This is an optimization exercise on Yosys and OpenROAD, whose aim is small area, a short achievable clock period and few clock cycles per item, not a production implementation.
In this exercise RTL edits were held to simulation tests only and were not proved equivalent to the original.
Power is estimated from default activity; no workload was simulated.

## flow/design.v (module list and top-level ports; edited modules follow where they fit)
// module playback_rate_trim_controller: 926 lines
module playback_rate_trim_controller #(
  parameter int AVERAGE_LENGTH = 128
) (
  input  logic        clk,
  input  logic        rst,
  input  logic        in_valid,
  output logic        in_stall,
  input  logic [24:0] in_data,
  output logic        out_valid,
  input  logic        out_stall,
  output logic [34:0] out_data,
  input  logic        cfg_valid,
  output logic        cfg_ready,
  input  logic [1:0]  cfg_index,
  input  logic [15:0] cfg_data
);
  // ...
==> flow/run.sh <==
#!/bin/bash
# synth_recipe.tcl (not shown) runs the flow's synth.tcl, then flattens the netlist and writes it again
# the make line also repeats each setting of config.mk as NAME=value (left out here)
make -C /OpenROAD-flow-scripts/flow DESIGN_CONFIG=/design/flow/config.mk WORK_HOME=/design/flow/orfs CLKGATE_MAP_FILE= SYNTH_SCRIPT=/design/flow/synth_recipe.tcl finish
==> flow/config.mk <==
export PLATFORM = sky130hd
export DESIGN_NAME = playback_rate_trim_controller
export DESIGN_NICKNAME = playback_rate_trim_controller
export VERILOG_FILES = /design/flow/design.v
export SDC_FILE = /design/flow/constraint.sdc
export NUM_CORES = 4
export LEC_CHECK = 0
export ABC_CLOCK_PERIOD_IN_PS = 3000
export CAP_MARGIN = 20
export CORE_MARGIN = 2
export CORE_UTILIZATION = 60
export CTS_CLUSTER_DIAMETER = 80
export CTS_CLUSTER_SIZE = 24
export PLACE_DENSITY = 0.75
export SETUP_SLACK_MARGIN = 4.6
export SLEW_MARGIN = 20
==> flow/constraint.sdc <==
create_clock -name core_clock -period 8.0 [get_ports {clk}]
set_input_delay 1.6000 -clock core_clock [delete_from_list [all_inputs] [get_ports {clk}]]
set_output_delay 1.6000 -clock core_clock [all_outputs]
set_load 0.01 [all_outputs]
==> flow_summary.toml, run 1 <==
[setup_path]
slowest_delay_ps = 420
crit_end = "dsum_m[15]"
path_depth = 17

[synthesis]
synth_top_area_cell = "edfxtp_1"
synth.mux.area_fraction_pct = 1.64
synth_top_family_by_area = "adder cells"

[clock_network]
cts.sinks = 2457
cts.hold.buffers_added = 0

[cells_and_area]
n_all_buffers = 316
multi_input_area_share_pct = 24.9
diodes = 0
regMostFlops = "hist"
dominant-cell-class = "sequential cells"

[power]
sequentialPower_mw = 16.1
power_clock_mw = 7.30
clkPwrFrac_pct = 21.3
seqPwrFrac_pct = 46.7

[sta]
setup_violations = 0
slew_violations = 0

[flow_run]
cap_violations = 0

[global_route]
grt_overflow = 0
grt_start_max_net_pins = 310
grt_pass1_vias = 50434

[detailed_routing]
drt_iter0_markers = 4721

[run_status]
outcome = "no timing/DRC/antenna violations"
Testbench counts, summed over its fixed seeds: cycles 2,200, items 2,048.
==> module playback_rate_trim_controller, before the edit <==
module playback_rate_trim_controller #(
  parameter int AVERAGE_LENGTH = 128
) (
  input  logic        clk,
  input  logic        rst,
  input  logic        in_valid,
  output logic        in_stall,
  input  logic [24:0] in_data,
  output logic        out_valid,
  input  logic        out_stall,
  output logic [34:0] out_data,
  input  logic        cfg_valid,
  output logic        cfg_ready,
  input  logic [1:0]  cfg_index,
  input  logic [15:0] cfg_data
);
  localparam int HL = AVERAGE_LENGTH - 1;
  logic [6:0]  tgt;       
  logic [7:0]  tgt2;      
  logic [8:0]  tgt3;      
  logic [15:0] fpb;       
  logic [16:0] fpb2;      
  logic [17:0] fpb3;      
  logic [7:0]  fen1, fen2, fen3;   
  logic [15:0] gain;      
  logic [15:0] gain_hi;   
  logic [16:0] gain2;     
  logic [17:0] gain3;     
  logic [17:0] g3c;
  logic [8:0]  gh1, gh2, gh3;   
  logic [6:0]  cfg_t;
  logic [17:0] f3c;
  assign cfg_t = (cfg_data[6:0] == 7'd0) ? 7'd1 : cfg_data[6:0];
  assign fpb2  = {fpb, 1'b0};
  assign tgt2  = {tgt, 1'b0};
  assign f3c   = {2'b0, fpb} + {1'b0, fpb, 1'b0};
  assign gain2 = {gain, 1'b0};
  assign g3c   = {2'b0, gain} + {1'b0, gain, 1'b0};
  always_comb begin
    gain_hi[15] = gain[15];
    for (int i = 14; i >= 0; i--) gain_hi[i] = gain_hi[i+1] | gain[i];
    for (int j = 0; j < 9; j++) begin
      gh1[j] = (18'(gain) >> (20 - 2 * j)) != 18'd0;
      gh2[j] = (18'(gain2) >> (20 - 2 * j)) != 18'd0;
      gh3[j] = (gain3 >> (20 - 2 * j)) != 18'd0;
    end
  end
  assign cfg_ready = 1'b1;
  always_ff @(posedge clk) begin
    if (rst) begin
      tgt  <= 7'd50;
      fpb  <= 16'd441;
      gain <= 16'd6554;
    end else if (cfg_valid) begin
      case (cfg_index)
        2'd0: tgt  <= cfg_t;
        2'd1: fpb  <= cfg_data;
        2'd2: gain <= cfg_data;
        default: begin
        end
      endcase
    end
  end
  always_ff @(posedge clk) begin
    tgt3 <= {2'b0, tgt} + {1'b0, tgt, 1'b0};
    fpb3 <= f3c;
    gain3 <= g3c;
    for (int s = 0; s < 8; s++) begin
      fen1[s] <= (fpb != 16'd0) && ((18'(fpb) >> (2 * s + 2)) == 18'd0);
      fen2[s] <= (fpb != 16'd0) && ((18'(fpb2) >> (2 * s + 2)) == 18'd0);
      fen3[s] <= (fpb != 16'd0) && ((f3c >> (2 * s + 2)) == 18'd0);
    end
  end
  logic       run;
  logic       in_take;
  logic [7:0]  occ_in;
  logic [15:0] dly_in;
  assign in_take  = in_valid & run & ~rst;
  assign dly_in   = in_data[0] ? in_data[16:1] : 16'd0;
  assign occ_in   = in_data[0] ? in_data[24:17] : {1'b0, tgt};
  logic        x_v;     
  logic [13:0] x_d;     
  logic        x_cl;    
  logic [0:0] v_s1;
  always_ff @(posedge clk) if (rst) v_s1 <= 1'b0; else if (run) v_s1 <= in_take;
  logic [7:0] occ_s1;
  always_ff @(posedge clk) if (run) occ_s1 <= occ_in;
  logic [15:0] dr_s1;
  always_ff @(posedge clk) if (run) dr_s1 <= dly_in;
  logic [1:0] rsh_1;
  assign rsh_1 = dr_s1[15:14];
  logic [2:0] t1_2;
  assign t1_2 = {1'b0, rsh_1} - {1'b0, fpb[1:0]};
  logic [0:0] n1_3;
  assign n1_3 = (fpb[15:2] == 14'd0) & (fpb[1:0] != 2'd0) & ~t1_2[2];
  logic [2:0] t2_4;
  assign t2_4 = {1'b0, rsh_1} - {1'b0, {fpb[0], 1'b0}};
  logic [0:0] n2_5;
  assign n2_5 = (fpb == 16'd1) & ~t2_4[2];
  logic [2:0] t3_6;
  assign t3_6 = {1'b0, rsh_1} - {1'b0, {fpb[1] ^ fpb[0], fpb[0]}};
  logic [0:0] n3_7;
  assign n3_7 = (fpb == 16'd1) & ~t3_6[2];
  logic [1:0] rem_8;
  assign rem_8 = n3_7 ? t3_6[1:0] : n2_5 ? t2_4[1:0] : n1_3 ? t1_2[1:0] : rsh_1;
  logic [1:0] q1_9;
  assign q1_9 = {n2_5, n3_7 | (n1_3 & ~n2_5)};
  logic [13:0] dr_10;
  assign dr_10 = dr_s1[13:0];
  logic [3:0] rsh_11;
  assign rsh_11 = {rem_8, dr_10[13:12]};
  logic [4:0] t1_12;
  assign t1_12 = {1'b0, rsh_11} - {1'b0, fpb[3:0]};
  logic [0:0] n1_13;
  assign n1_13 = fen1[1] & ~t1_12[4];
  logic [4:0] t2_14;
  assign t2_14 = {1'b0, rsh_11} - {1'b0, fpb2[3:0]};
  logic [0:0] n2_15;
  assign n2_15 = fen2[1] & ~t2_14[4];
  logic [4:0] t3_16;
  assign t3_16 = {1'b0, rsh_11} - {1'b0, fpb3[3:0]};
  logic [0:0] n3_17;
  assign n3_17 = fen3[1] & ~t3_16[4];
  logic [3:0] rem_18;
  assign rem_18 = n3_17 ? t3_16[3:0] : n2_15 ? t2_14[3:0] : n1_13 ? t1_12[3:0] : rsh_11;
  logic [3:0] q1_19;
  assign q1_19 = {q1_9, {n2_15, n3_17 | (n1_13 & ~n2_15)}};
  logic [11:0] dr_20;
  assign dr_20 = dr_10[11:0];
  logic [0:0] v_s2;
  always_ff @(posedge clk) if (rst) v_s2 <= 1'b0; else if (run) v_s2 <= v_s1;
  logic [7:0] occ_s2;
  always_ff @(posedge clk) if (run) occ_s2 <= occ_s1;
  logic [11:0] dr_s2;
  always_ff @(posedge clk) if (run) dr_s2 <= dr_20;
  logic [3:0] rem_s2;
  always_ff @(posedge clk) if (run) rem_s2 <= rem_18;
  logic [3:0] q1_s2;
  always_ff @(posedge clk) if (run) q1_s2 <= q1_19;
  logic [5:0] rsh_21;
  assign rsh_21 = {rem_s2, dr_s2[11:10]};
  logic [6:0] t1_22;
  assign t1_22 = {1'b0, rsh_21} - {1'b0, fpb[5:0]};
  logic [0:0] n1_23;
  assign n1_23 = fen1[2] & ~t1_22[6];
  logic [6:0] t2_24;
  assign t2_24 = {1'b0, rsh_21} - {1'b0, fpb2[5:0]};
  logic [0:0] n2_25;
  assign n2_25 = fen2[2] & ~t2_24[6];
  logic [6:0] t3_26;
  assign t3_26 = {1'b0, rsh_21} - {1'b0, fpb3[5:0]};
  logic [0:0] n3_27;
  assign n3_27 = fen3[2] & ~t3_26[6];
  logic [5:0] rem_28;
  assign rem_28 = n3_27 ? t3_26[5:0] : n2_25 ? t2_24[5:0] : n1_23 ? t1_22[5:0] : rsh_21;
  logic [5:0] q1_29;
  assign q1_29 = {q1_s2, {n2_25, n3_27 | (n1_23 & ~n2_25)}};
  logic [9:0] dr_30;
  assign dr_30 = dr_s2[9:0];
  logic [0:0] v_s3;
  always_ff @(posedge clk) if (rst) v_s3 <= 1'b0; else if (run) v_s3 <= v_s2;
  logic [7:0] occ_s3;
  always_ff @(posedge clk) if (run) occ_s3 <= occ_s2;
  logic [9:0] dr_s3;
  always_ff @(posedge clk) if (run) dr_s3 <= dr_30;
  logic [5:0] rem_s3;
  always_ff @(posedge clk) if (run) rem_s3 <= rem_28;
  logic [5:0] q1_s3;
  always_ff @(posedge clk) if (run) q1_s3 <= q1_29;
  logic [7:0] rsh_31;
  assign rsh_31 = {rem_s3, dr_s3[9:8]};
  logic [8:0] t1_32;
  assign t1_32 = {1'b0, rsh_31} - {1'b0, fpb[7:0]};
  logic [0:0] n1_33;
  assign n1_33 = fen1[3] & ~t1_32[8];
  logic [8:0] t2_34;
  assign t2_34 = {1'b0, rsh_31} - {1'b0, fpb2[7:0]};
  logic [0:0] n2_35;
  assign n2_35 = fen2[3] & ~t2_34[8];
  logic [8:0] t3_36;
  assign t3_36 = {1'b0, rsh_31} - {1'b0, fpb3[7:0]};
  logic [0:0] n3_37;
  assign n3_37 = fen3[3] & ~t3_36[8];
  logic [7:0] rem_38;
  assign rem_38 = n3_37 ? t3_36[7:0] : n2_35 ? t2_34[7:0] : n1_33 ? t1_32[7:0] : rsh_31;
  logic [7:0] q1_39;
  assign q1_39 = {q1_s3, {n2_35, n3_37 | (n1_33 & ~n2_35)}};
  logic [7:0] dr_40;
  assign dr_40 = dr_s3[7:0];
  logic [0:0] v_s4;
  always_ff @(posedge clk) if (rst) v_s4 <= 1'b0; else if (run) v_s4 <= v_s3;
  logic [7:0] occ_s4;
  always_ff @(posedge clk) if (run) occ_s4 <= occ_s3;
  logic [7:0] dr_s4;
  always_ff @(posedge clk) if (run) dr_s4 <= dr_40;
  logic [7:0] rem_s4;
  always_ff @(posedge clk) if (run) rem_s4 <= rem_38;
  logic [7:0] q1_s4;
  always_ff @(posedge clk) if (run) q1_s4 <= q1_39;
  logic [9:0] rsh_41;
  assign rsh_41 = {rem_s4, dr_s4[7:6]};
  logic [10:0] t1_42;
  assign t1_42 = {1'b0, rsh_41} - {1'b0, fpb[9:0]};
  logic [0:0] n1_43;
  assign n1_43 = fen1[4] & ~t1_42[10];
  logic [10:0] t2_44;
  assign t2_44 = {1'b0, rsh_41} - {1'b0, fpb2[9:0]};
  logic [0:0] n2_45;
  assign n2_45 = fen2[4] & ~t2_44[10];
  logic [10:0] t3_46;
  assign t3_46 = {1'b0, rsh_41} - {1'b0, fpb3[9:0]};
  logic [0:0] n3_47;
  assign n3_47 = fen3[4] & ~t3_46[10];
  logic [9:0] rem_48;
  assign rem_48 = n3_47 ? t3_46[9:0] : n2_45 ? t2_44[9:0] : n1_43 ? t1_42[9:0] : rsh_41;
  logic [9:0] q1_49;
  assign q1_49 = {q1_s4, {n2_45, n3_47 | (n1_43 & ~n2_45)}};
  logic [5:0] dr_50;
  assign dr_50 = dr_s4[5:0];
  logic [0:0] v_s5;
  always_ff @(posedge clk) if (rst) v_s5 <= 1'b0; else if (run) v_s5 <= v_s4;
  logic [7:0] occ_s5;
  always_ff @(posedge clk) if (run) occ_s5 <= occ_s4;
  logic [5:0] dr_s5;
  always_ff @(posedge clk) if (run) dr_s5 <= dr_50;
  logic [9:0] rem_s5;
  always_ff @(posedge clk) if (run) rem_s5 <= rem_48;
  logic [9:0] q1_s5;
  always_ff @(posedge clk) if (run) q1_s5 <= q1_49;
  logic [11:0] rsh_51;
  assign rsh_51 = {rem_s5, dr_s5[5:4]};
  logic [12:0] t1_52;
  assign t1_52 = {1'b0, rsh_51} - {1'b0, fpb[11:0]};
  logic [0:0] n1_53;
  assign n1_53 = fen1[5] & ~t1_52[12];
  logic [12:0] t2_54;
  assign t2_54 = {1'b0, rsh_51} - {1'b0, fpb2[11:0]};
  logic [0:0] n2_55;
  assign n2_55 = fen2[5] & ~t2_54[12];
  logic [12:0] t3_56;
  assign t3_56 = {1'b0, rsh_51} - {1'b0, fpb3[11:0]};
  logic [0:0] n3_57;
  assign n3_57 = fen3[5] & ~t3_56[12];
  logic [11:0] rem_58;
  assign rem_58 = n3_57 ? t3_56[11:0] : n2_55 ? t2_54[11:0] : n1_53 ? t1_52[11:0] : rsh_51;
  logic [11:0] q1_59;
  assign q1_59 = {q1_s5, {n2_55, n3_57 | (n1_53 & ~n2_55)}};
  logic [3:0] dr_60;
  assign dr_60 = dr_s5[3:0];
  logic [0:0] v_s6;
  always_ff @(posedge clk) if (rst) v_s6 <= 1'b0; else if (run) v_s6 <= v_s5;
  logic [7:0] occ_s6;
  always_ff @(posedge clk) if (run) occ_s6 <= occ_s5;
  logic [3:0] dr_s6;
  always_ff @(posedge clk) if (run) dr_s6 <= dr_60;
  logic [11:0] rem_s6;
  always_ff @(posedge clk) if (run) rem_s6 <= rem_58;
  logic [11:0] q1_s6;
  always_ff @(posedge clk) if (run) q1_s6 <= q1_59;
  logic [13:0] rsh_61;
  assign rsh_61 = {rem_s6, dr_s6[3:2]};
  logic [14:0] t1_62;
  assign t1_62 = {1'b0, rsh_61} - {1'b0, fpb[13:0]};
  logic [0:0] n1_63;
  assign n1_63 = fen1[6] & ~t1_62[14];
  logic [14:0] t2_64;
  assign t2_64 = {1'b0, rsh_61} - {1'b0, fpb2[13:0]};
  logic [0:0] n2_65;
  assign n2_65 = fen2[6] & ~t2_64[14];
  logic [14:0] t3_66;
  assign t3_66 = {1'b0, rsh_61} - {1'b0, fpb3[13:0]};
  logic [0:0] n3_67;
  assign n3_67 = fen3[6] & ~t3_66[14];
  logic [13:0] rem_68;
  assign rem_68 = n3_67 ? t3_66[13:0] : n2_65 ? t2_64[13:0] : n1_63 ? t1_62[13:0] : rsh_61;
  logic [13:0] q1_69;
  assign q1_69 = {q1_s6, {n2_65, n3_67 | (n1_63 & ~n2_65)}};
  logic [1:0] dr_70;
  assign dr_70 = dr_s6[1:0];
  logic [8:0] e_71;
  assign e_71 = {2'b0, tgt} - ((occ_s6[7] & |occ_s6[6:0]) ? 9'd128 : {1'b0, occ_s6});
  logic [0:0] v_s7;
  always_ff @(posedge clk) if (rst) v_s7 <= 1'b0; else if (run) v_s7 <= v_s6;
  logic [1:0] dr_s7;
  always_ff @(posedge clk) if (run) dr_s7 <= dr_70;
  logic [13:0] rem_s7;
  always_ff @(posedge clk) if (run) rem_s7 <= rem_68;
  logic [13:0] q1_s7;
  always_ff @(posedge clk) if (run) q1_s7 <= q1_69;
  logic [8:0] e_s7;
  always_ff @(posedge clk) if (run) e_s7 <= e_71;
  logic [15:0] rsh_72;
  assign rsh_72 = {rem_s7, dr_s7[1:0]};
  logic [16:0] t1_73;
  assign t1_73 = {1'b0, rsh_72} - {1'b0, fpb[15:0]};
  logic [0:0] n1_74;
  assign n1_74 = fen1[7] & ~t1_73[16];
  logic [16:0] t2_75;
  assign t2_75 = {1'b0, rsh_72} - {1'b0, fpb2[15:0]};
  logic [0:0] n2_76;
  assign n2_76 = fen2[7] & ~t2_75[16];
  logic [16:0] t3_77;
  assign t3_77 = {1'b0, rsh_72} - {1'b0, fpb3[15:0]};
  logic [0:0] n3_78;
  assign n3_78 = fen3[7] & ~t3_77[16];
  logic [15:0] q1_79;
  assign q1_79 = {q1_s7, {n2_76, n3_78 | (n1_74 & ~n2_76)}};
  logic [0:0] v_s8;
  always_ff @(posedge clk) if (rst) v_s8 <= 1'b0; else if (run) v_s8 <= v_s7;
  logic [15:0] q1_s8;
  always_ff @(posedge clk) if (run) q1_s8 <= q1_79;
  logic [8:0] e_s8;
  always_ff @(posedge clk) if (run) e_s8 <= e_s7;
  logic [17:0] xp_80;
  assign xp_80 = {2'b0, q1_s8} - {{9{e_s8[8]}}, e_s8};
  logic [17:0] xn_81;
  assign xn_81 = {{9{e_s8[8]}}, e_s8} - {2'b0, q1_s8};
  logic [0:0] above_82;
  assign above_82 = xn_81[17];
  logic [16:0] diff_83;
  assign diff_83 = xn_81[17] ? xp_80[16:0] : xn_81[16:0];
  logic [0:0] v_s9;
  always_ff @(posedge clk) if (rst) v_s9 <= 1'b0; else if (run) v_s9 <= v_s8;
  logic [0:0] above_s9;
  always_ff @(posedge clk) if (run) above_s9 <= above_82;
  logic [16:0] diff_s9;
  always_ff @(posedge clk) if (run) diff_s9 <= diff_83;
  wire pp_1 = ~diff_s9[1] & diff_s9[0];
  wire pp_2 = diff_s9[1] & ~diff_s9[0];
  wire pp_3 = diff_s9[1] & diff_s9[0];
  wire pp_4 = (pp_1 & gain[0]) | (pp_2 & gain2[0]) | (pp_3 & gain3[0]);
  wire pp_5 = (pp_1 & gain[1]) | (pp_2 & gain2[1]) | (pp_3 & gain3[1]);
  wire pp_6 = (pp_1 & gain[2]) | (pp_2 & gain2[2]) | (pp_3 & gain3[2]);
  wire pp_7 = (pp_1 & gain[3]) | (pp_2 & gain2[3]) | (pp_3 & gain3[3]);
  wire pp_8 = (pp_1 & gain[4]) | (pp_2 & gain2[4]) | (pp_3 & gain3[4]);
  wire pp_9 = (pp_1 & gain[5]) | (pp_2 & gain2[5]) | (pp_3 & gain3[5]);
  wire pp_10 = (pp_1 & gain[6]) | (pp_2 & gain2[6]) | (pp_3 & gain3[6]);
  wire pp_11 = (pp_1 & gain[7]) | (pp_2 & gain2[7]) | (pp_3 & gain3[7]);
  wire pp_12 = (pp_1 & gain[8]) | (pp_2 & gain2[8]) | (pp_3 & gain3[8]);
  wire pp_13 = (pp_1 & gain[9]) | (pp_2 & gain2[9]) | (pp_3 & gain3[9]);
  wire pp_14 = (pp_1 & gain[10]) | (pp_2 & gain2[10]) | (pp_3 & gain3[10]);
  wire pp_15 = (pp_1 & gain[11]) | (pp_2 & gain2[11]) | (pp_3 & gain3[11]);
  wire pp_16 = (pp_1 & gain[12]) | (pp_2 & gain2[12]) | (pp_3 & gain3[12]);
  wire pp_17 = (pp_1 & gain[13]) | (pp_2 & gain2[13]) | (pp_3 & gain3[13]);
  wire pp_18 = (pp_1 & gain[14]) | (pp_2 & gain2[14]) | (pp_3 & gain3[14]);
  wire pp_19 = (pp_1 & gain[15]) | (pp_2 & gain2[15]) | (pp_3 & gain3[15]);
  wire pp_20 = (pp_2 & gain2[16]) | (pp_3 & gain3[16]);
  wire pp_21 = (pp_3 & gain3[17]);
  wire pp_22 = ~diff_s9[3] & diff_s9[2];
  wire pp_23 = diff_s9[3] & ~diff_s9[2];
  wire pp_24 = diff_s9[3] & diff_s9[2];
  wire pp_25 = (pp_22 & gain[0]) | (pp_23 & gain2[0]) | (pp_24 & gain3[0]);
  wire pp_26 = (pp_22 & gain[1]) | (pp_23 & gain2[1]) | (pp_24 & gain3[1]);
  wire pp_27 = (pp_22 & gain[2]) | (pp_23 & gain2[2]) | (pp_24 & gain3[2]);
  wire pp_28 = (pp_22 & gain[3]) | (pp_23 & gain2[3]) | (pp_24 & gain3[3]);
  wire pp_29 = (pp_22 & gain[4]) | (pp_23 & gain2[4]) | (pp_24 & gain3[4]);
  wire pp_30 = (pp_22 & gain[5]) | (pp_23 & gain2[5]) | (pp_24 & gain3[5]);
  wire pp_31 = (pp_22 & gain[6]) | (pp_23 & gain2[6]) | (pp_24 & gain3[6]);
  wire pp_32 = (pp_22 & gain[7]) | (pp_23 & gain2[7]) | (pp_24 & gain3[7]);
  wire pp_33 = (pp_22 & gain[8]) | (pp_23 & gain2[8]) | (pp_24 & gain3[8]);
  wire pp_34 = (pp_22 & gain[9]) | (pp_23 & gain2[9]) | (pp_24 & gain3[9]);
  wire pp_35 = (pp_22 & gain[10]) | (pp_23 & gain2[10]) | (pp_24 & gain3[10]);
  wire pp_36 = (pp_22 & gain[11]) | (pp_23 & gain2[11]) | (pp_24 & gain3[11]);
  wire pp_37 = (pp_22 & gain[12]) | (pp_23 & gain2[12]) | (pp_24 & gain3[12]);
  wire pp_38 = (pp_22 & gain[13]) | (pp_23 & gain2[13]) | (pp_24 & gain3[13]);
  wire pp_39 = (pp_22 & gain[14]) | (pp_23 & gain2[14]) | (pp_24 & gain3[14]);
  wire pp_40 = (pp_22 & gain[15]) | (pp_23 & gain2[15]) | (pp_24 & gain3[15]);
  wire pp_41 = (pp_23 & gain2[16]) | (pp_24 & gain3[16]);
  wire pp_42 = (pp_24 & gain3[17]);
  wire pp_43 = ~diff_s9[5] & diff_s9[4];
  wire pp_44 = diff_s9[5] & ~diff_s9[4];
  wire pp_45 = diff_s9[5] & diff_s9[4];
  wire pp_46 = (pp_43 & gain[0]) | (pp_44 & gain2[0]) | (pp_45 & gain3[0]);
  wire pp_47 = (pp_43 & gain[1]) | (pp_44 & gain2[1]) | (pp_45 & gain3[1]);
  wire pp_48 = (pp_43 & gain[2]) | (pp_44 & gain2[2]) | (pp_45 & gain3[2]);
  wire pp_49 = (pp_43 & gain[3]) | (pp_44 & gain2[3]) | (pp_45 & gain3[3]);
  wire pp_50 = (pp_43 & gain[4]) | (pp_44 & gain2[4]) | (pp_45 & gain3[4]);
  wire pp_51 = (pp_43 & gain[5]) | (pp_44 & gain2[5]) | (pp_45 & gain3[5]);
  wire pp_52 = (pp_43 & gain[6]) | (pp_44 & gain2[6]) | (pp_45 & gain3[6]);
  wire pp_53 = (pp_43 & gain[7]) | (pp_44 & gain2[7]) | (pp_45 & gain3[7]);
  wire pp_54 = (pp_43 & gain[8]) | (pp_44 & gain2[8]) | (pp_45 & gain3[8]);
  wire pp_55 = (pp_43 & gain[9]) | (pp_44 & gain2[9]) | (pp_45 & gain3[9]);
  wire pp_56 = (pp_43 & gain[10]) | (pp_44 & gain2[10]) | (pp_45 & gain3[10]);
  wire pp_57 = (pp_43 & gain[11]) | (pp_44 & gain2[11]) | (pp_45 & gain3[11]);
  wire pp_58 = (pp_43 & gain[12]) | (pp_44 & gain2[12]) | (pp_45 & gain3[12]);
  wire pp_59 = (pp_43 & gain[13]) | (pp_44 & gain2[13]) | (pp_45 & gain3[13]);
  wire pp_60 = (pp_43 & gain[14]) | (pp_44 & gain2[14]) | (pp_45 & gain3[14]);
  wire pp_61 = (pp_43 & gain[15]) | (pp_44 & gain2[15]) | (pp_45 & gain3[15]);
  wire pp_62 = ~diff_s9[7] & diff_s9[6];
  wire pp_63 = diff_s9[7] & ~diff_s9[6];
  wire pp_64 = diff_s9[7] & diff_s9[6];
  wire pp_65 = (pp_62 & gain[0]) | (pp_63 & gain2[0]) | (pp_64 & gain3[0]);
  wire pp_66 = (pp_62 & gain[1]) | (pp_63 & gain2[1]) | (pp_64 & gain3[1]);
  wire pp_67 = (pp_62 & gain[2]) | (pp_63 & gain2[2]) | (pp_64 & gain3[2]);
  wire pp_68 = (pp_62 & gain[3]) | (pp_63 & gain2[3]) | (pp_64 & gain3[3]);
  wire pp_69 = (pp_62 & gain[4]) | (pp_63 & gain2[4]) | (pp_64 & gain3[4]);
  wire pp_70 = (pp_62 & gain[5]) | (pp_63 & gain2[5]) | (pp_64 & gain3[5]);
  wire pp_71 = (pp_62 & gain[6]) | (pp_63 & gain2[6]) | (pp_64 & gain3[6]);
  wire pp_72 = (pp_62 & gain[7]) | (pp_63 & gain2[7]) | (pp_64 & gain3[7]);
  wire pp_73 = (pp_62 & gain[8]) | (pp_63 & gain2[8]) | (pp_64 & gain3[8]);
  wire pp_74 = (pp_62 & gain[9]) | (pp_63 & gain2[9]) | (pp_64 & gain3[9]);
  wire pp_75 = (pp_62 & gain[10]) | (pp_63 & gain2[10]) | (pp_64 & gain3[10]);
  wire pp_76 = (pp_62 & gain[11]) | (pp_63 & gain2[11]) | (pp_64 & gain3[11]);
  wire pp_77 = (pp_62 & gain[12]) | (pp_63 & gain2[12]) | (pp_64 & gain3[12]);
  wire pp_78 = (pp_62 & gain[13]) | (pp_63 & gain2[13]) | (pp_64 & gain3[13]);
  wire pp_79 = ~diff_s9[9] & diff_s9[8];
  wire pp_80 = diff_s9[9] & ~diff_s9[8];
  wire pp_81 = diff_s9[9] & diff_s9[8];
  wire pp_82 = (pp_79 & gain[0]) | (pp_80 & gain2[0]) | (pp_81 & gain3[0]);
  wire pp_83 = (pp_79 & gain[1]) | (pp_80 & gain2[1]) | (pp_81 & gain3[1]);
  wire pp_84 = (pp_79 & gain[2]) | (pp_80 & gain2[2]) | (pp_81 & gain3[2]);
  wire pp_85 = (pp_79 & gain[3]) | (pp_80 & gain2[3]) | (pp_81 & gain3[3]);
  wire pp_86 = (pp_79 & gain[4]) | (pp_80 & gain2[4]) | (pp_81 & gain3[4]);
  wire pp_87 = (pp_79 & gain[5]) | (pp_80 & gain2[5]) | (pp_81 & gain3[5]);
  wire pp_88 = (pp_79 & gain[6]) | (pp_80 & gain2[6]) | (pp_81 & gain3[6]);
  wire pp_89 = (pp_79 & gain[7]) | (pp_80 & gain2[7]) | (pp_81 & gain3[7]);
  wire pp_90 = (pp_79 & gain[8]) | (pp_80 & gain2[8]) | (pp_81 & gain3[8]);
  wire pp_91 = (pp_79 & gain[9]) | (pp_80 & gain2[9]) | (pp_81 & gain3[9]);
  wire pp_92 = (pp_79 & gain[10]) | (pp_80 & gain2[10]) | (pp_81 & gain3[10]);
  wire pp_93 = (pp_79 & gain[11]) | (pp_80 & gain2[11]) | (pp_81 & gain3[11]);
  wire pp_94 = ~diff_s9[11] & diff_s9[10];
  wire pp_95 = diff_s9[11] & ~diff_s9[10];
  wire pp_96 = diff_s9[11] & diff_s9[10];
  wire pp_97 = (pp_94 & gain[0]) | (pp_95 & gain2[0]) | (pp_96 & gain3[0]);
  wire pp_98 = (pp_94 & gain[1]) | (pp_95 & gain2[1]) | (pp_96 & gain3[1]);
  wire pp_99 = (pp_94 & gain[2]) | (pp_95 & gain2[2]) | (pp_96 & gain3[2]);
  wire pp_100 = (pp_94 & gain[3]) | (pp_95 & gain2[3]) | (pp_96 & gain3[3]);
  wire pp_101 = (pp_94 & gain[4]) | (pp_95 & gain2[4]) | (pp_96 & gain3[4]);
  wire pp_102 = (pp_94 & gain[5]) | (pp_95 & gain2[5]) | (pp_96 & gain3[5]);
  wire pp_103 = (pp_94 & gain[6]) | (pp_95 & gain2[6]) | (pp_96 & gain3[6]);
  wire pp_104 = (pp_94 & gain[7]) | (pp_95 & gain2[7]) | (pp_96 & gain3[7]);
  wire pp_105 = (pp_94 & gain[8]) | (pp_95 & gain2[8]) | (pp_96 & gain3[8]);
  wire pp_106 = (pp_94 & gain[9]) | (pp_95 & gain2[9]) | (pp_96 & gain3[9]);
  wire pp_107 = ~diff_s9[13] & diff_s9[12];
  wire pp_108 = diff_s9[13] & ~diff_s9[12];
  wire pp_109 = diff_s9[13] & diff_s9[12];
  wire pp_110 = (pp_107 & gain[0]) | (pp_108 & gain2[0]) | (pp_109 & gain3[0]);
  wire pp_111 = (pp_107 & gain[1]) | (pp_108 & gain2[1]) | (pp_109 & gain3[1]);
  wire pp_112 = (pp_107 & gain[2]) | (pp_108 & gain2[2]) | (pp_109 & gain3[2]);
  wire pp_113 = (pp_107 & gain[3]) | (pp_108 & gain2[3]) | (pp_109 & gain3[3]);
  wire pp_114 = (pp_107 & gain[4]) | (pp_108 & gain2[4]) | (pp_109 & gain3[4]);
  wire pp_115 = (pp_107 & gain[5]) | (pp_108 & gain2[5]) | (pp_109 & gain3[5]);
  wire pp_116 = (pp_107 & gain[6]) | (pp_108 & gain2[6]) | (pp_109 & gain3[6]);
  wire pp_117 = (pp_107 & gain[7]) | (pp_108 & gain2[7]) | (pp_109 & gain3[7]);
  wire pp_118 = ~diff_s9[15] & diff_s9[14];
  wire pp_119 = diff_s9[15] & ~diff_s9[14];
  wire pp_120 = diff_s9[15] & diff_s9[14];
  wire pp_121 = (pp_118 & gain[0]) | (pp_119 & gain2[0]) | (pp_120 & gain3[0]);
  wire pp_122 = (pp_118 & gain[1]) | (pp_119 & gain2[1]) | (pp_120 & gain3[1]);
  wire pp_123 = (pp_118 & gain[2]) | (pp_119 & gain2[2]) | (pp_120 & gain3[2]);
  wire pp_124 = (pp_118 & gain[3]) | (pp_119 & gain2[3]) | (pp_120 & gain3[3]);
  wire pp_125 = (pp_118 & gain[4]) | (pp_119 & gain2[4]) | (pp_120 & gain3[4]);
  wire pp_126 = (pp_118 & gain[5]) | (pp_119 & gain2[5]) | (pp_120 & gain3[5]);
  wire pp_127 = diff_s9[16] & gain[0];
  wire pp_128 = diff_s9[16] & gain[1];
  wire pp_129 = diff_s9[16] & gain[2];
  wire pp_130 = diff_s9[16] & gain[3];
  wire pp_131 = pp_16 ^ pp_35;
  wire pp_132 = pp_16 & pp_35;
  wire pp_133 = pp_17 ^ pp_36 ^ pp_55;
  wire pp_134 = (pp_17 & pp_36) | (pp_17 & pp_55) | (pp_36 & pp_55);
  wire pp_135 = pp_18 ^ pp_37 ^ pp_56;
  wire pp_136 = (pp_18 & pp_37) | (pp_18 & pp_56) | (pp_37 & pp_56);
  wire pp_137 = pp_73 ^ pp_88;
  wire pp_138 = pp_73 & pp_88;
  wire pp_139 = pp_19 ^ pp_38 ^ pp_57;
  wire pp_140 = (pp_19 & pp_38) | (pp_19 & pp_57) | (pp_38 & pp_57);
  wire pp_141 = pp_74 ^ pp_89 ^ pp_102;
  wire pp_142 = (pp_74 & pp_89) | (pp_74 & pp_102) | (pp_89 & pp_102);
  wire pp_143 = pp_20 ^ pp_39 ^ pp_58;
  wire pp_144 = (pp_20 & pp_39) | (pp_20 & pp_58) | (pp_39 & pp_58);
  wire pp_145 = pp_75 ^ pp_90 ^ pp_103;
  wire pp_146 = (pp_75 & pp_90) | (pp_75 & pp_103) | (pp_90 & pp_103);
  wire pp_147 = pp_114 ^ pp_123;
  wire pp_148 = pp_114 & pp_123;
  wire pp_149 = pp_21 ^ pp_40 ^ pp_59;
  wire pp_150 = (pp_21 & pp_40) | (pp_21 & pp_59) | (pp_40 & pp_59);
  wire pp_151 = pp_76 ^ pp_91 ^ pp_104;
  wire pp_152 = (pp_76 & pp_91) | (pp_76 & pp_104) | (pp_91 & pp_104);
  wire pp_153 = pp_115 ^ pp_124 ^ pp_128;
  wire pp_154 = (pp_115 & pp_124) | (pp_115 & pp_128) | (pp_124 & pp_128);
  wire pp_155 = pp_41 ^ pp_60 ^ pp_77;
  wire pp_156 = (pp_41 & pp_60) | (pp_41 & pp_77) | (pp_60 & pp_77);
  wire pp_157 = pp_92 ^ pp_105 ^ pp_116;
  wire pp_158 = (pp_92 & pp_105) | (pp_92 & pp_116) | (pp_105 & pp_116);
  wire pp_159 = pp_125 ^ pp_129;
  wire pp_160 = pp_125 & pp_129;
  wire pp_161 = pp_42 ^ pp_61 ^ pp_78;
  wire pp_162 = (pp_42 & pp_61) | (pp_42 & pp_78) | (pp_61 & pp_78);
  wire pp_163 = pp_93 ^ pp_106 ^ pp_117;
  wire pp_164 = (pp_93 & pp_106) | (pp_93 & pp_117) | (pp_106 & pp_117);
  wire pp_165 = pp_126 ^ pp_130;
  wire pp_166 = pp_126 & pp_130;
  wire pp_167 = pp_12 ^ pp_31;
  wire pp_168 = pp_12 & pp_31;
  wire pp_169 = pp_13 ^ pp_32 ^ pp_51;
  wire pp_170 = (pp_13 & pp_32) | (pp_13 & pp_51) | (pp_32 & pp_51);
  wire pp_171 = pp_14 ^ pp_33 ^ pp_52;
  wire pp_172 = (pp_14 & pp_33) | (pp_14 & pp_52) | (pp_33 & pp_52);
  wire pp_173 = pp_69 ^ pp_84;
  wire pp_174 = pp_69 & pp_84;
  wire pp_175 = pp_15 ^ pp_34 ^ pp_53;
  wire pp_176 = (pp_15 & pp_34) | (pp_15 & pp_53) | (pp_34 & pp_53);
  wire pp_177 = pp_70 ^ pp_85 ^ pp_98;
  wire pp_178 = (pp_70 & pp_85) | (pp_70 & pp_98) | (pp_85 & pp_98);
  wire pp_179 = pp_131 ^ pp_54 ^ pp_71;
  wire pp_180 = (pp_131 & pp_54) | (pp_131 & pp_71) | (pp_54 & pp_71);
  wire pp_181 = pp_86 ^ pp_99 ^ pp_110;
  wire pp_182 = (pp_86 & pp_99) | (pp_86 & pp_110) | (pp_99 & pp_110);
  wire pp_183 = pp_132 ^ pp_133 ^ pp_72;
  wire pp_184 = (pp_132 & pp_133) | (pp_132 & pp_72) | (pp_133 & pp_72);
  wire pp_185 = pp_87 ^ pp_100 ^ pp_111;
  wire pp_186 = (pp_87 & pp_100) | (pp_87 & pp_111) | (pp_100 & pp_111);
  wire pp_187 = pp_134 ^ pp_135 ^ pp_137;
  wire pp_188 = (pp_134 & pp_135) | (pp_134 & pp_137) | (pp_135 & pp_137);
  wire pp_189 = pp_101 ^ pp_112 ^ pp_121;
  wire pp_190 = (pp_101 & pp_112) | (pp_101 & pp_121) | (pp_112 & pp_121);
  wire pp_191 = pp_136 ^ pp_138 ^ pp_139;
  wire pp_192 = (pp_136 & pp_138) | (pp_136 & pp_139) | (pp_138 & pp_139);
  wire pp_193 = pp_141 ^ pp_113 ^ pp_122;
  wire pp_194 = (pp_141 & pp_113) | (pp_141 & pp_122) | (pp_113 & pp_122);
  wire pp_195 = pp_140 ^ pp_142 ^ pp_143;
  wire pp_196 = (pp_140 & pp_142) | (pp_140 & pp_143) | (pp_142 & pp_143);
  wire pp_197 = pp_145 ^ pp_147 ^ pp_127;
  wire pp_198 = (pp_145 & pp_147) | (pp_145 & pp_127) | (pp_147 & pp_127);
  wire pp_199 = pp_144 ^ pp_146 ^ pp_148;
  wire pp_200 = (pp_144 & pp_146) | (pp_144 & pp_148) | (pp_146 & pp_148);
  wire pp_201 = pp_149 ^ pp_151 ^ pp_153;
  wire pp_202 = (pp_149 & pp_151) | (pp_149 & pp_153) | (pp_151 & pp_153);
  wire pp_203 = pp_150 ^ pp_152 ^ pp_154;
  wire pp_204 = (pp_150 & pp_152) | (pp_150 & pp_154) | (pp_152 & pp_154);
  wire pp_205 = pp_155 ^ pp_157 ^ pp_159;
  wire pp_206 = (pp_155 & pp_157) | (pp_155 & pp_159) | (pp_157 & pp_159);
  wire pp_207 = pp_156 ^ pp_158 ^ pp_160;
  wire pp_208 = (pp_156 & pp_158) | (pp_156 & pp_160) | (pp_158 & pp_160);
  wire pp_209 = pp_161 ^ pp_163 ^ pp_165;
  wire pp_210 = (pp_161 & pp_163) | (pp_161 & pp_165) | (pp_163 & pp_165);
  wire pp_211 = pp_162 ^ pp_164;
  wire pp_212 = pp_162 & pp_164;
  wire pp_213 = pp_10 ^ pp_29;
  wire pp_214 = pp_10 & pp_29;
  wire pp_215 = pp_11 ^ pp_30 ^ pp_49;
  wire pp_216 = (pp_11 & pp_30) | (pp_11 & pp_49) | (pp_30 & pp_49);
  wire pp_217 = pp_167 ^ pp_50 ^ pp_67;
  wire pp_218 = (pp_167 & pp_50) | (pp_167 & pp_67) | (pp_50 & pp_67);
  wire pp_219 = pp_168 ^ pp_169 ^ pp_68;
  wire pp_220 = (pp_168 & pp_169) | (pp_168 & pp_68) | (pp_169 & pp_68);
  wire pp_221 = pp_170 ^ pp_171 ^ pp_173;
  wire pp_222 = (pp_170 & pp_171) | (pp_170 & pp_173) | (pp_171 & pp_173);
  wire pp_223 = pp_172 ^ pp_174 ^ pp_175;
  wire pp_224 = (pp_172 & pp_174) | (pp_172 & pp_175) | (pp_174 & pp_175);
  wire pp_225 = pp_176 ^ pp_178 ^ pp_179;
  wire pp_226 = (pp_176 & pp_178) | (pp_176 & pp_179) | (pp_178 & pp_179);
  wire pp_227 = pp_180 ^ pp_182 ^ pp_183;
  wire pp_228 = (pp_180 & pp_182) | (pp_180 & pp_183) | (pp_182 & pp_183);
  wire pp_229 = pp_184 ^ pp_186 ^ pp_187;
  wire pp_230 = (pp_184 & pp_186) | (pp_184 & pp_187) | (pp_186 & pp_187);
  wire pp_231 = pp_188 ^ pp_190 ^ pp_191;
  wire pp_232 = (pp_188 & pp_190) | (pp_188 & pp_191) | (pp_190 & pp_191);
  wire pp_233 = pp_192 ^ pp_194 ^ pp_195;
  wire pp_234 = (pp_192 & pp_194) | (pp_192 & pp_195) | (pp_194 & pp_195);
  wire pp_235 = pp_196 ^ pp_198 ^ pp_199;
  wire pp_236 = (pp_196 & pp_198) | (pp_196 & pp_199) | (pp_198 & pp_199);
  wire pp_237 = pp_200 ^ pp_202 ^ pp_203;
  wire pp_238 = (pp_200 & pp_202) | (pp_200 & pp_203) | (pp_202 & pp_203);
  wire pp_239 = pp_204 ^ pp_206 ^ pp_207;
  wire pp_240 = (pp_204 & pp_206) | (pp_204 & pp_207) | (pp_206 & pp_207);
  wire pp_241 = pp_208 ^ pp_210 ^ pp_211;
  wire pp_242 = (pp_208 & pp_210) | (pp_208 & pp_211) | (pp_210 & pp_211);
  wire pp_243 = pp_8 ^ pp_27;
  wire pp_244 = pp_8 & pp_27;
  wire pp_245 = pp_9 ^ pp_28 ^ pp_47;
  wire pp_246 = (pp_9 & pp_28) | (pp_9 & pp_47) | (pp_28 & pp_47);
  wire pp_247 = pp_213 ^ pp_48 ^ pp_65;
  wire pp_248 = (pp_213 & pp_48) | (pp_213 & pp_65) | (pp_48 & pp_65);
  wire pp_249 = pp_214 ^ pp_215 ^ pp_66;
  wire pp_250 = (pp_214 & pp_215) | (pp_214 & pp_66) | (pp_215 & pp_66);
  wire pp_251 = pp_216 ^ pp_217 ^ pp_82;
  wire pp_252 = (pp_216 & pp_217) | (pp_216 & pp_82) | (pp_217 & pp_82);
  wire pp_253 = pp_218 ^ pp_219 ^ pp_83;
  wire pp_254 = (pp_218 & pp_219) | (pp_218 & pp_83) | (pp_219 & pp_83);
  wire pp_255 = pp_220 ^ pp_221 ^ pp_97;
  wire pp_256 = (pp_220 & pp_221) | (pp_220 & pp_97) | (pp_221 & pp_97);
  wire pp_257 = pp_222 ^ pp_223 ^ pp_177;
  wire pp_258 = (pp_222 & pp_223) | (pp_222 & pp_177) | (pp_223 & pp_177);
  wire pp_259 = pp_224 ^ pp_225 ^ pp_181;
  wire pp_260 = (pp_224 & pp_225) | (pp_224 & pp_181) | (pp_225 & pp_181);
  wire pp_261 = pp_226 ^ pp_227 ^ pp_185;
  wire pp_262 = (pp_226 & pp_227) | (pp_226 & pp_185) | (pp_227 & pp_185);
  wire pp_263 = pp_228 ^ pp_229 ^ pp_189;
  wire pp_264 = (pp_228 & pp_229) | (pp_228 & pp_189) | (pp_229 & pp_189);
  wire pp_265 = pp_230 ^ pp_231 ^ pp_193;
  wire pp_266 = (pp_230 & pp_231) | (pp_230 & pp_193) | (pp_231 & pp_193);
  wire pp_267 = pp_232 ^ pp_233 ^ pp_197;
  wire pp_268 = (pp_232 & pp_233) | (pp_232 & pp_197) | (pp_233 & pp_197);
  wire pp_269 = pp_234 ^ pp_235 ^ pp_201;
  wire pp_270 = (pp_234 & pp_235) | (pp_234 & pp_201) | (pp_235 & pp_201);
  wire pp_271 = pp_236 ^ pp_237 ^ pp_205;
  wire pp_272 = (pp_236 & pp_237) | (pp_236 & pp_205) | (pp_237 & pp_205);
  wire pp_273 = pp_238 ^ pp_239 ^ pp_209;
  wire pp_274 = (pp_238 & pp_239) | (pp_238 & pp_209) | (pp_239 & pp_209);
  wire pp_275 = pp_240 ^ pp_241 ^ pp_166;
  wire pp_276 = (pp_240 & pp_241) | (pp_240 & pp_166) | (pp_241 & pp_166);
  wire pp_277 = pp_242 ^ pp_212;
  wire pp_278 = pp_242 & pp_212;
  logic [22:0] mr0_84;
  assign mr0_84 = {pp_278, pp_276, pp_274, pp_272, pp_270, pp_268, pp_266, pp_264, pp_262, pp_260, pp_258, pp_256, pp_254, pp_252, pp_250, pp_248, pp_246, pp_244, pp_243, pp_7, pp_6, pp_5, pp_4};
  logic [22:0] mr1_85;
  assign mr1_85 = {1'b0, pp_277, pp_275, pp_273, pp_271, pp_269, pp_267, pp_265, pp_263, pp_261, pp_259, pp_257, pp_255, pp_253, pp_251, pp_249, pp_247, pp_245, pp_46, pp_26, pp_25, 1'b0, 1'b0};
  logic [0:0] bighi_86;
  assign bighi_86 = (pp_1 & gh1[0]) | (pp_2 & gh2[0]) | (pp_3 & gh3[0]) | (pp_22 & gh1[1]) | (pp_23 & gh2[1]) | (pp_24 & gh3[1]) | (pp_43 & gh1[2]) | (pp_44 & gh2[2]) | (pp_45 & gh3[2]) | (pp_62 & gh1[3]) | (pp_63 & gh2[3]) | (pp_64 & gh3[3]) | (pp_79 & gh1[4]) | (pp_80 & gh2[4]) | (pp_81 & gh3[4]) | (pp_94 & gh1[5]) | (pp_95 & gh2[5]) | (pp_96 & gh3[5]) | (pp_107 & gh1[6]) | (pp_108 & gh2[6]) | (pp_109 & gh3[6]) | (pp_118 & gh1[7]) | (pp_119 & gh2[7]) | (pp_120 & gh3[7]) | (diff_s9[16] & gh1[8]);
  logic [0:0] v_s10;
  always_ff @(posedge clk) if (rst) v_s10 <= 1'b0; else if (run) v_s10 <= v_s9;
  logic [0:0] above_s10;
  always_ff @(posedge clk) if (run) above_s10 <= above_s9;
  logic [22:0] mr0_s10;
  always_ff @(posedge clk) if (run) mr0_s10 <= mr0_84;
  logic [22:0] mr1_s10;
  always_ff @(posedge clk) if (run) mr1_s10 <= mr1_85;
  logic [0:0] bighi_s10;
  always_ff @(posedge clk) if (run) bighi_s10 <= bighi_86;
  logic [23:0] p_87;
  assign p_87 = {1'b0, {mr0_s10[22], mr0_s10[21], mr0_s10[20], mr0_s10[19], mr0_s10[18], mr0_s10[17], mr0_s10[16], mr0_s10[15], mr0_s10[14], mr0_s10[13], mr0_s10[12], mr0_s10[11], mr0_s10[10], mr0_s10[9], mr0_s10[8], mr0_s10[7], mr0_s10[6], mr0_s10[5], mr0_s10[4], mr0_s10[3], mr0_s10[2], mr0_s10[1], mr0_s10[0]}} + {1'b0, {mr1_s10[22], mr1_s10[21], mr1_s10[20], mr1_s10[19], mr1_s10[18], mr1_s10[17], mr1_s10[16], mr1_s10[15], mr1_s10[14], mr1_s10[13], mr1_s10[12], mr1_s10[11], mr1_s10[10], mr1_s10[9], mr1_s10[8], mr1_s10[7], mr1_s10[6], mr1_s10[5], mr1_s10[4], mr1_s10[3], mr1_s10[2], mr1_s10[1], mr1_s10[0]}};
  logic [0:0] big_88;
  assign big_88 = bighi_s10 | (|p_87[23:20]);
  logic [19:0] pl_89;
  assign pl_89 = p_87[19:0];
  logic [0:0] v_s11;
  always_ff @(posedge clk) if (rst) v_s11 <= 1'b0; else if (run) v_s11 <= v_s10;
  logic [0:0] above_s11;
  always_ff @(posedge clk) if (run) above_s11 <= above_s10;
  logic [0:0] big_s11;
  always_ff @(posedge clk) if (run) big_s11 <= big_88;
  logic [19:0] pl_s11;
  always_ff @(posedge clk) if (run) pl_s11 <= pl_89;
  logic [6:0] r2_90;
  assign r2_90 = pl_s11[19:13];
  logic [0:0] ovf_91;
  assign ovf_91 = (r2_90 >= tgt) | big_s11;
  logic [12:0] pr_92;
  assign pr_92 = pl_s11[12:0];
  logic [8:0] rsh_93;
  assign rsh_93 = {r2_90, pr_92[12:11]};
  logic [9:0] t1_94;
  assign t1_94 = {1'b0, rsh_93} - 10'(tgt);
  logic [0:0] n1_95;
  assign n1_95 = ~t1_94[9];
  logic [9:0] t2_96;
  assign t2_96 = {1'b0, rsh_93} - 10'(tgt2);
  logic [0:0] n2_97;
  assign n2_97 = ~t2_96[9];
  logic [9:0] t3_98;
  assign t3_98 = {1'b0, rsh_93} - 10'(tgt3);
  logic [0:0] n3_99;
  assign n3_99 = ~t3_98[9];
  logic [6:0] r2_100;
  assign r2_100 = n3_99 ? t3_98[6:0] : n2_97 ? t2_96[6:0] : n1_95 ? t1_94[6:0] : rsh_93[6:0];
  logic [10:0] pr_101;
  assign pr_101 = pr_92[10:0];
  logic [1:0] q2_102;
  assign q2_102 = {n2_97, n3_99 | (n1_95 & ~n2_97)};
  logic [0:0] v_s12;
  always_ff @(posedge clk) if (rst) v_s12 <= 1'b0; else if (run) v_s12 <= v_s11;
  logic [0:0] above_s12;
  always_ff @(posedge clk) if (run) above_s12 <= above_s11;
  logic [6:0] r2_s12;
  always_ff @(posedge clk) if (run) r2_s12 <= r2_100;
  logic [0:0] ovf_s12;
  always_ff @(posedge clk) if (run) ovf_s12 <= ovf_91;
  logic [10:0] pr_s12;
  always_ff @(posedge clk) if (run) pr_s12 <= pr_101;
  logic [1:0] q2_s12;
  always_ff @(posedge clk) if (run) q2_s12 <= q2_102;
  logic [8:0] rsh_103;
  assign rsh_103 = {r2_s12, pr_s12[10:9]};
  logic [9:0] t1_104;
  assign t1_104 = {1'b0, rsh_103} - 10'(tgt);
  logic [0:0] n1_105;
  assign n1_105 = ~t1_104[9];
  logic [9:0] t2_106;
  assign t2_106 = {1'b0, rsh_103} - 10'(tgt2);
  logic [0:0] n2_107;
  assign n2_107 = ~t2_106[9];
  logic [9:0] t3_108;
  assign t3_108 = {1'b0, rsh_103} - 10'(tgt3);
  logic [0:0] n3_109;
  assign n3_109 = ~t3_108[9];
  logic [6:0] r2_110;
  assign r2_110 = n3_109 ? t3_108[6:0] : n2_107 ? t2_106[6:0] : n1_105 ? t1_104[6:0] : rsh_103[6:0];
  logic [8:0] pr_111;
  assign pr_111 = pr_s12[8:0];
  logic [3:0] q2_112;
  assign q2_112 = {q2_s12, {n2_107, n3_109 | (n1_105 & ~n2_107)}};
  logic [0:0] v_s13;
  always_ff @(posedge clk) if (rst) v_s13 <= 1'b0; else if (run) v_s13 <= v_s12;
  logic [0:0] above_s13;
  always_ff @(posedge clk) if (run) above_s13 <= above_s12;
  logic [6:0] r2_s13;
  always_ff @(posedge clk) if (run) r2_s13 <= r2_110;
  logic [0:0] ovf_s13;
  always_ff @(posedge clk) if (run) ovf_s13 <= ovf_s12;
  logic [8:0] pr_s13;
  always_ff @(posedge clk) if (run) pr_s13 <= pr_111;
  logic [3:0] q2_s13;
  always_ff @(posedge clk) if (run) q2_s13 <= q2_112;
  logic [8:0] rsh_113;
  assign rsh_113 = {r2_s13, pr_s13[8:7]};
  logic [9:0] t1_114;
  assign t1_114 = {1'b0, rsh_113} - 10'(tgt);
  logic [0:0] n1_115;
  assign n1_115 = ~t1_114[9];
  logic [9:0] t2_116;
  assign t2_116 = {1'b0, rsh_113} - 10'(tgt2);
  logic [0:0] n2_117;
  assign n2_117 = ~t2_116[9];
  logic [9:0] t3_118;
  assign t3_118 = {1'b0, rsh_113} - 10'(tgt3);
  logic [0:0] n3_119;
  assign n3_119 = ~t3_118[9];
  logic [6:0] r2_120;
  assign r2_120 = n3_119 ? t3_118[6:0] : n2_117 ? t2_116[6:0] : n1_115 ? t1_114[6:0] : rsh_113[6:0];
  logic [6:0] pr_121;
  assign pr_121 = pr_s13[6:0];
  logic [5:0] q2_122;
  assign q2_122 = {q2_s13, {n2_117, n3_119 | (n1_115 & ~n2_117)}};
  logic [0:0] v_s14;
  always_ff @(posedge clk) if (rst) v_s14 <= 1'b0; else if (run) v_s14 <= v_s13;
  logic [0:0] above_s14;
  always_ff @(posedge clk) if (run) above_s14 <= above_s13;
  logic [6:0] r2_s14;
  always_ff @(posedge clk) if (run) r2_s14 <= r2_120;
  logic [0:0] ovf_s14;
  always_ff @(posedge clk) if (run) ovf_s14 <= ovf_s13;
  logic [6:0] pr_s14;
  always_ff @(posedge clk) if (run) pr_s14 <= pr_121;
  logic [5:0] q2_s14;
  always_ff @(posedge clk) if (run) q2_s14 <= q2_122;
  logic [8:0] rsh_123;
  assign rsh_123 = {r2_s14, pr_s14[6:5]};
  logic [9:0] t1_124;
  assign t1_124 = {1'b0, rsh_123} - 10'(tgt);
  logic [0:0] n1_125;
  assign n1_125 = ~t1_124[9];
  logic [9:0] t2_126;
  assign t2_126 = {1'b0, rsh_123} - 10'(tgt2);
  logic [0:0] n2_127;
  assign n2_127 = ~t2_126[9];
  logic [9:0] t3_128;
  assign t3_128 = {1'b0, rsh_123} - 10'(tgt3);
  logic [0:0] n3_129;
  assign n3_129 = ~t3_128[9];
  logic [6:0] r2_130;
  assign r2_130 = n3_129 ? t3_128[6:0] : n2_127 ? t2_126[6:0] : n1_125 ? t1_124[6:0] : rsh_123[6:0];
  logic [4:0] pr_131;
  assign pr_131 = pr_s14[4:0];
  logic [7:0] q2_132;
  assign q2_132 = {q2_s14, {n2_127, n3_129 | (n1_125 & ~n2_127)}};
  logic [0:0] v_s15;
  always_ff @(posedge clk) if (rst) v_s15 <= 1'b0; else if (run) v_s15 <= v_s14;
  logic [0:0] above_s15;
  always_ff @(posedge clk) if (run) above_s15 <= above_s14;
  logic [6:0] r2_s15;
  always_ff @(posedge clk) if (run) r2_s15 <= r2_130;
  logic [0:0] ovf_s15;
  always_ff @(posedge clk) if (run) ovf_s15 <= ovf_s14;
  logic [4:0] pr_s15;
  always_ff @(posedge clk) if (run) pr_s15 <= pr_131;
  logic [7:0] q2_s15;
  always_ff @(posedge clk) if (run) q2_s15 <= q2_132;
  logic [8:0] rsh_133;
  assign rsh_133 = {r2_s15, pr_s15[4:3]};
  logic [9:0] t1_134;
  assign t1_134 = {1'b0, rsh_133} - 10'(tgt);
  logic [0:0] n1_135;
  assign n1_135 = ~t1_134[9];
  logic [9:0] t2_136;
  assign t2_136 = {1'b0, rsh_133} - 10'(tgt2);
  logic [0:0] n2_137;
  assign n2_137 = ~t2_136[9];
  logic [9:0] t3_138;
  assign t3_138 = {1'b0, rsh_133} - 10'(tgt3);
  logic [0:0] n3_139;
  assign n3_139 = ~t3_138[9];
  logic [6:0] r2_140;
  assign r2_140 = n3_139 ? t3_138[6:0] : n2_137 ? t2_136[6:0] : n1_135 ? t1_134[6:0] : rsh_133[6:0];
  logic [2:0] pr_141;
  assign pr_141 = pr_s15[2:0];
  logic [9:0] q2_142;
  assign q2_142 = {q2_s15, {n2_137, n3_139 | (n1_135 & ~n2_137)}};
  logic [0:0] v_s16;
  always_ff @(posedge clk) if (rst) v_s16 <= 1'b0; else if (run) v_s16 <= v_s15;
  logic [0:0] above_s16;
  always_ff @(posedge clk) if (run) above_s16 <= above_s15;
  logic [6:0] r2_s16;
  always_ff @(posedge clk) if (run) r2_s16 <= r2_140;
  logic [0:0] ovf_s16;
  always_ff @(posedge clk) if (run) ovf_s16 <= ovf_s15;
  logic [2:0] pr_s16;
  always_ff @(posedge clk) if (run) pr_s16 <= pr_141;
  logic [9:0] q2_s16;
  always_ff @(posedge clk) if (run) q2_s16 <= q2_142;
  logic [8:0] rsh_143;
  assign rsh_143 = {r2_s16, pr_s16[2:1]};
  logic [9:0] t1_144;
  assign t1_144 = {1'b0, rsh_143} - 10'(tgt);
  logic [0:0] n1_145;
  assign n1_145 = ~t1_144[9];
  logic [9:0] t2_146;
  assign t2_146 = {1'b0, rsh_143} - 10'(tgt2);
  logic [0:0] n2_147;
  assign n2_147 = ~t2_146[9];
  logic [9:0] t3_148;
  assign t3_148 = {1'b0, rsh_143} - 10'(tgt3);
  logic [0:0] n3_149;
  assign n3_149 = ~t3_148[9];
  logic [6:0] r2_150;
  assign r2_150 = n3_149 ? t3_148[6:0] : n2_147 ? t2_146[6:0] : n1_145 ? t1_144[6:0] : rsh_143[6:0];
  logic [0:0] pr_151;
  assign pr_151 = pr_s16[0:0];
  logic [11:0] q2_152;
  assign q2_152 = {q2_s16, {n2_147, n3_149 | (n1_145 & ~n2_147)}};
  logic [0:0] v_s17;
  always_ff @(posedge clk) if (rst) v_s17 <= 1'b0; else if (run) v_s17 <= v_s16;
  logic [0:0] above_s17;
  always_ff @(posedge clk) if (run) above_s17 <= above_s16;
  logic [6:0] r2_s17;
  always_ff @(posedge clk) if (run) r2_s17 <= r2_150;
  logic [0:0] ovf_s17;
  always_ff @(posedge clk) if (run) ovf_s17 <= ovf_s16;
  logic [0:0] pr_s17;
  always_ff @(posedge clk) if (run) pr_s17 <= pr_151;
  logic [11:0] q2_s17;
  always_ff @(posedge clk) if (run) q2_s17 <= q2_152;
  logic [7:0] rsh_153;
  assign rsh_153 = {r2_s17, pr_s17[0]};
  logic [8:0] t1_154;
  assign t1_154 = {1'b0, rsh_153} - 9'(tgt);
  logic [0:0] qb_155;
  assign qb_155 = ~t1_154[8];
  logic [0:0] cl_156;
  assign cl_156 = ovf_s17 | (q2_s17 > 12'd3277) | ((q2_s17 == 12'd3277) & qb_155);
  logic [12:0] hn_157;
  assign hn_157 = 13'd0 - {1'b0, q2_s17};
  logic [13:0] neg_158;
  assign neg_158 = qb_155 ? {1'b1, ~q2_s17, 1'b1} : {hn_157, 1'b0};
  logic [13:0] dd_159;
  assign dd_159 = cl_156 ? (above_s17 ? -14'sd6554 : 14'd6554) : (above_s17 ? neg_158 : {1'b0, q2_s17, qb_155});
  logic [0:0] v_s18;
  always_ff @(posedge clk) if (rst) v_s18 <= 1'b0; else if (run) v_s18 <= v_s17;
  logic [0:0] cl_s18;
  always_ff @(posedge clk) if (run) cl_s18 <= cl_156;
  logic [13:0] dd_s18;
  always_ff @(posedge clk) if (run) dd_s18 <= dd_159;
  assign x_v  = v_s18;
  assign x_d  = dd_s18;
  assign x_cl = cl_s18;
  logic [13:0] hist [HL-1];
  logic [6:0]  fill;      
  logic [13:0] nx_old;    
  logic [20:0] dsum_m;
  logic [20:0] dsum_nx;   
  logic        push;
  assign push    = x_v & run;
  assign nx_old  = (fill == 7'(HL - 1)) ? hist[HL-2] : 14'd0;
  assign dsum_nx = dsum_m + {{7{x_d[13]}}, x_d};
  logic [20:0] cs_a, cs_b, cs_n, cs_s, cs_c;
  assign cs_a = dsum_m;
  assign cs_b = {{7{x_d[13]}}, x_d};
  assign cs_n = ~{{7{nx_old[13]}}, nx_old};
  assign cs_s = cs_a ^ cs_b ^ cs_n;
  assign cs_c = {(cs_a[19:0] & cs_b[19:0]) | (cs_a[19:0] & cs_n[19:0]) | (cs_b[19:0] & cs_n[19:0]), 1'b1};
  always_ff @(posedge clk) begin
    if (push) begin
      hist[0] <= x_d;
      for (int i = 1; i < HL - 1; i++) hist[i] <= hist[i-1];
    end
  end
  always_ff @(posedge clk) begin
    if (rst) begin
      fill   <= 7'd0;
      dsum_m <= 21'd0;
    end else if (push) begin
      if (fill != 7'(HL - 1)) fill <= fill + 7'd1;
      dsum_m <= cs_s + cs_c;
    end
  end
  logic [28:0] x_res, k_res;
  logic [34:0] o_res;
  logic        o_v, k_v;
  logic        take;
  logic        stall_q;
  assign x_res = {dsum_nx[20:7], x_d, x_cl};
  assign take  = o_v & ~out_stall;
  logic [28:0] o_nx;
  assign o_nx = k_v ? k_res : x_res;
  always_ff @(posedge clk) begin
    if (rst) begin
      o_v     <= 1'b0;
      k_v     <= 1'b0;
      run     <= 1'b1;
      stall_q <= 1'b0;
    end else begin
      if (o_v && !take) begin
        if (!k_v) k_v <= push;
        run     <= ~(k_v | push);
        stall_q <= k_v | push;
      end else begin
        o_v     <= k_v | push;
        k_v     <= k_v & push;
        run     <= 1'b1;
        stall_q <= 1'b0;
      end
    end
  end
  always_ff @(posedge clk) begin
    if (o_v && !take) begin
      if (!k_v) k_res <= x_res;
    end else begin
      o_res <= {~o_nx[28], {2{o_nx[28]}}, o_nx[28:15], ~o_nx[14], {2{o_nx[14]}}, o_nx[14:1], o_nx[0]};
      k_res <= x_res;
    end
  end
  assign in_stall  = stall_q;
  assign out_valid = o_v;
  assign out_data  = o_res;
endmodule
==> run 2: changes to the inputs <==
--- a/flow/design.v
+++ b/flow/design.v
@@ -70,3 +70,3 @@
       fen2[s] <= (fpb != 16'd0) && ((18'(fpb2) >> (2 * s + 2)) == 18'd0);
-      fen3[s] <= (fpb != 16'd0) && ((f3c >> (2 * s + 2)) == 18'd0);
+      fen3[s] <= (fpb != 16'd0) && (18'(fpb) <= ((18'd1 << (2 * s + 2)) - 18'd1) / 18'd3);
     end
==> flow_summary.toml, run 2 <==
[synthesis]
yosys-top-cells-area = "edfxtp_1, ha_1, dfxtp_1"
synth-seq-cells = 2457
seq_area_frac_synth_pct = 71.1
yosysWarningCount = 2
synthArstFlopShare_pct = 0
syn-num-nets = 7269
netlist_instances = 6550
synth_edf_count = 2275
synth_flop_cell = "edfxtp_1"
netlist.area_leader.share_pct = 67.5
synth_top_area_cell = "edfxtp_1"
synth_commonest_cells = "edfxtp_1, ha_1, inv_1"
synth_cell_types = 90
yosysMostFrequentCell = "edfxtp_1"
avgSynthCellArea_um2 = 15.4
syn_area_um2 = 101000

[sta]
rsz0062_at_grt = "true"
period_share_pct = 43.9
setup_violations = 0
finalHoldViolCount = 0
period_needed_ps = 3510
max_freq_mhz = 285
timing.hold.ws_ps = 370
tns_ps = 0
slew_headroom_pct = 20.6
skew_ps = 70.3
worst_slack_ps = 4490
slew_violations = 0
tightest_slew_ps = 1190

[setup_path]
cp.required_ps = 8560
r2r-end = "mr1_s10[16]"
reg2regPathDepth = 11
cp_max_fo = 7
worstPathArrival_ps = 4070
reg2reg_setup_slack_ps = 4490
worstSetupStartpointType = "register"
critPathKind = "register to register"
rr_startpoint = "diff_s9[2]"
startpoint = "diff_s9[2]"
end_kind = "register"

[power]
power_leakage_nw = 40.5
p_total_mw = 34.9
ir_worst_vdd_mv = 0.283
powerDensity_nw_per_um2 = 314

[floorplanning]
io_pins = 86
die_h_um = 415
start_util_pct = 60.4
dieArea_um2 = 172000
rows = 150
coreArea_um2 = 167000
die_x_um = 415

[global_route]
grt_pass1_vias = 52382
grt_overflow = 0
grt_usage_pct = 23.6
grt_pass1_wl_um = 310000
antenna_found_initial = 1
grt_start_max_net_pins = 200

[cells_and_area]
largest_register_ffs = 1764
drive_gt1_share_pct = 10.3
layout_commonest_cell = "edfxtp_1"
regMostFlops = "hist"
reg_top3 = "hist x1764, o_res x31, k_res x29"
fin_nets = 7554
fill_cells = 11438
syn_to_final_growth_pct = 9.92
final_area_um2 = 111000
final_cell_mix = "edfxtp_1, ha_1, inv_1"

[clock_network]
h-tree-depth = 4
cts.hold.buffers_added = 0
cts_buffer_depth = 3
cts.sinks = 2457
clk_pin_slew_ps = 100
root_buffer = "clkbuf_16"
cts_tree = "built"
clk_latency_ps = 830
cts_buffers = 131

[worst_hold_path]
hold_path_depth = 0
hold_path_class = "register to register"
hp-start = "q1_s7[0]"
whs_endpoint = "q1_s8[2]"

[place]
hpwl_um = 126000
routabilityCongestion = 0.908
place_ws_ps = 3330
place_area_um2 = 105000
io_buffers = 84

[flow_run]
cap_violations = 0

[detailed_routing]
dr_total_vias = 53116
vias_per_cell = 5.83
drt_wl_total_um = 205000
antenna_left = 0
dr.pass1.iters = 5
drt_iter0_markers = 4819
avgRoutedWirePerCell_um = 22.5
drc = 0

[run_status]
outcome = "no timing/DRC/antenna violations"
[run 2: cell type report]
type                       instances  area [µm²]  share of cell area [%]
timing repair buffer             291        2680                    2.41
antenna                            2        5.00                 0.00450
tap                             2204        2760                    2.48
inverter                         442        1760                    1.59
clock buffer                     159        3400                    3.06
sequential                      2457       72000                    64.7
multi-input combinational       3511       27900                    25.1
clock inverter                    44         657                   0.591
timing repair inverter             1        16.3                  0.0146
[run 2: per-stage QoR]
stage	std cells	util, %
after floorplan	6550	-
after global placement	8752	62.6
after detailed placement	8752	62.6
after CTS	9049	65.8
after global routing	9110	66.4
final	9111	66.4
[run 2: cells by family (layout without fill, tap and decap cells)]
logic type	Yosys count	after routing	share of synthesized area [%]
DFF	2457	2457	71.1
AOI/OAI and AO/OA	1216	1219	7.70
and+or+nand+nor	1169	1171	5.48
adders and majority gates	671	671	9.25
buffers and inverters	587	937	2.22
xor gates and xnor gates	237	237	2.05
muxes	212	212	2.18
other	1	3	0.00371
[run 2: power breakdown]
| group | switching, mW | total, mW | internal (mW) |
|---|---|---|---|
| Clock | 4.13 | 7.36 | 3.23 |
| Sequential | 0.800 | 16.1 | 15.3 |
| Combinational | 6.35 | 11.4 | 5.06 |
[run 2: per-layer routing]
| metal | GRT usage (%) | vias up | routed length, µm |
|---|---|---|---|
| li1 | - | 24924 | - |
| met1 | 33.5 | 26468 | 91600 |
| met2 | 38.1 | 1344 | 96900 |
| met3 | 2.74 | 380 | 8550 |
| met4 | 8.47 | 0 | 7550 |
| met5 | 0 | - | 0 |
[run 2: how the worst max path moves through the flow]
| stage | endpoint | slack (ps) | cells past startpoint |
|---|---|---|---|
| 2_1_floorplan | hist[0][0] | -1120 | 4 |
| 3_3_place_gp | rem_s2[2] | 3400 | 14 |
| 3_5_place_dp | rem_s2[2] | 3330 | 14 |
| 4_1_cts | mr1_s10[16] | 4480 | 11 |
| 5_1_grt | mr1_s10[16] | 4410 | 11 |
| 6_report | mr1_s10[16] | 4490 | 11 |
[run 2: timing repair]
item,in CTS,in global routing
buffers inserted,88,58
endpoints found under the setup margin,432,407
resized for setup,185,166
gates cloned,6,2
pin swaps,30,54
[run 2: critical path, stage by stage (launching register included)]
cell and delay [ps]:
edfxtp_1 420, buf_6 140, buf_12 130, nor2b_4 120, buf_6 150, a22o_1 240, fa_2 540, inv_2 40
fa_2 530, fa_1 420, inv_2 70, fa_2 420
Testbench counts of run 2, summed over its fixed seeds: cycles 2,200, items 2,048.

==> afterwards: timing with drivers on the ports <==
In the flow no input, the clock included, has a driving cell. The finished layouts below were timed again as built, in two steps.
Step 1 assumes that a clkbuf_16 drives the clock port and a buf_2 every other input.
Step 2 adds t to the input delays and takes it off the output delays; t is the mean of the earliest and latest rising clock arrival at the registers after step 1. Input paths then give back, and output paths get back, about the clock's delay inside the block.
a / b / c = ideal ports / drivers / drivers and shift; a / b = the first two.
run | t (ns) | slack for setup (ns) | hold WS [ns] | slew at the worst register clock pin (ns) | cell pins on the clock port's net
run 1 | 0.885 | 4.481 / 4.481 / 4.481 | 0.404 / 0.404 / 0.404 | 0.10 / 0.10 | 1
run 2 | 0.883 | 4.491 / 4.491 / 4.491 | 0.370 / 0.370 / 0.370 | 0.10 / 0.10 | 1
After both steps every run listed still meets setup and hold.
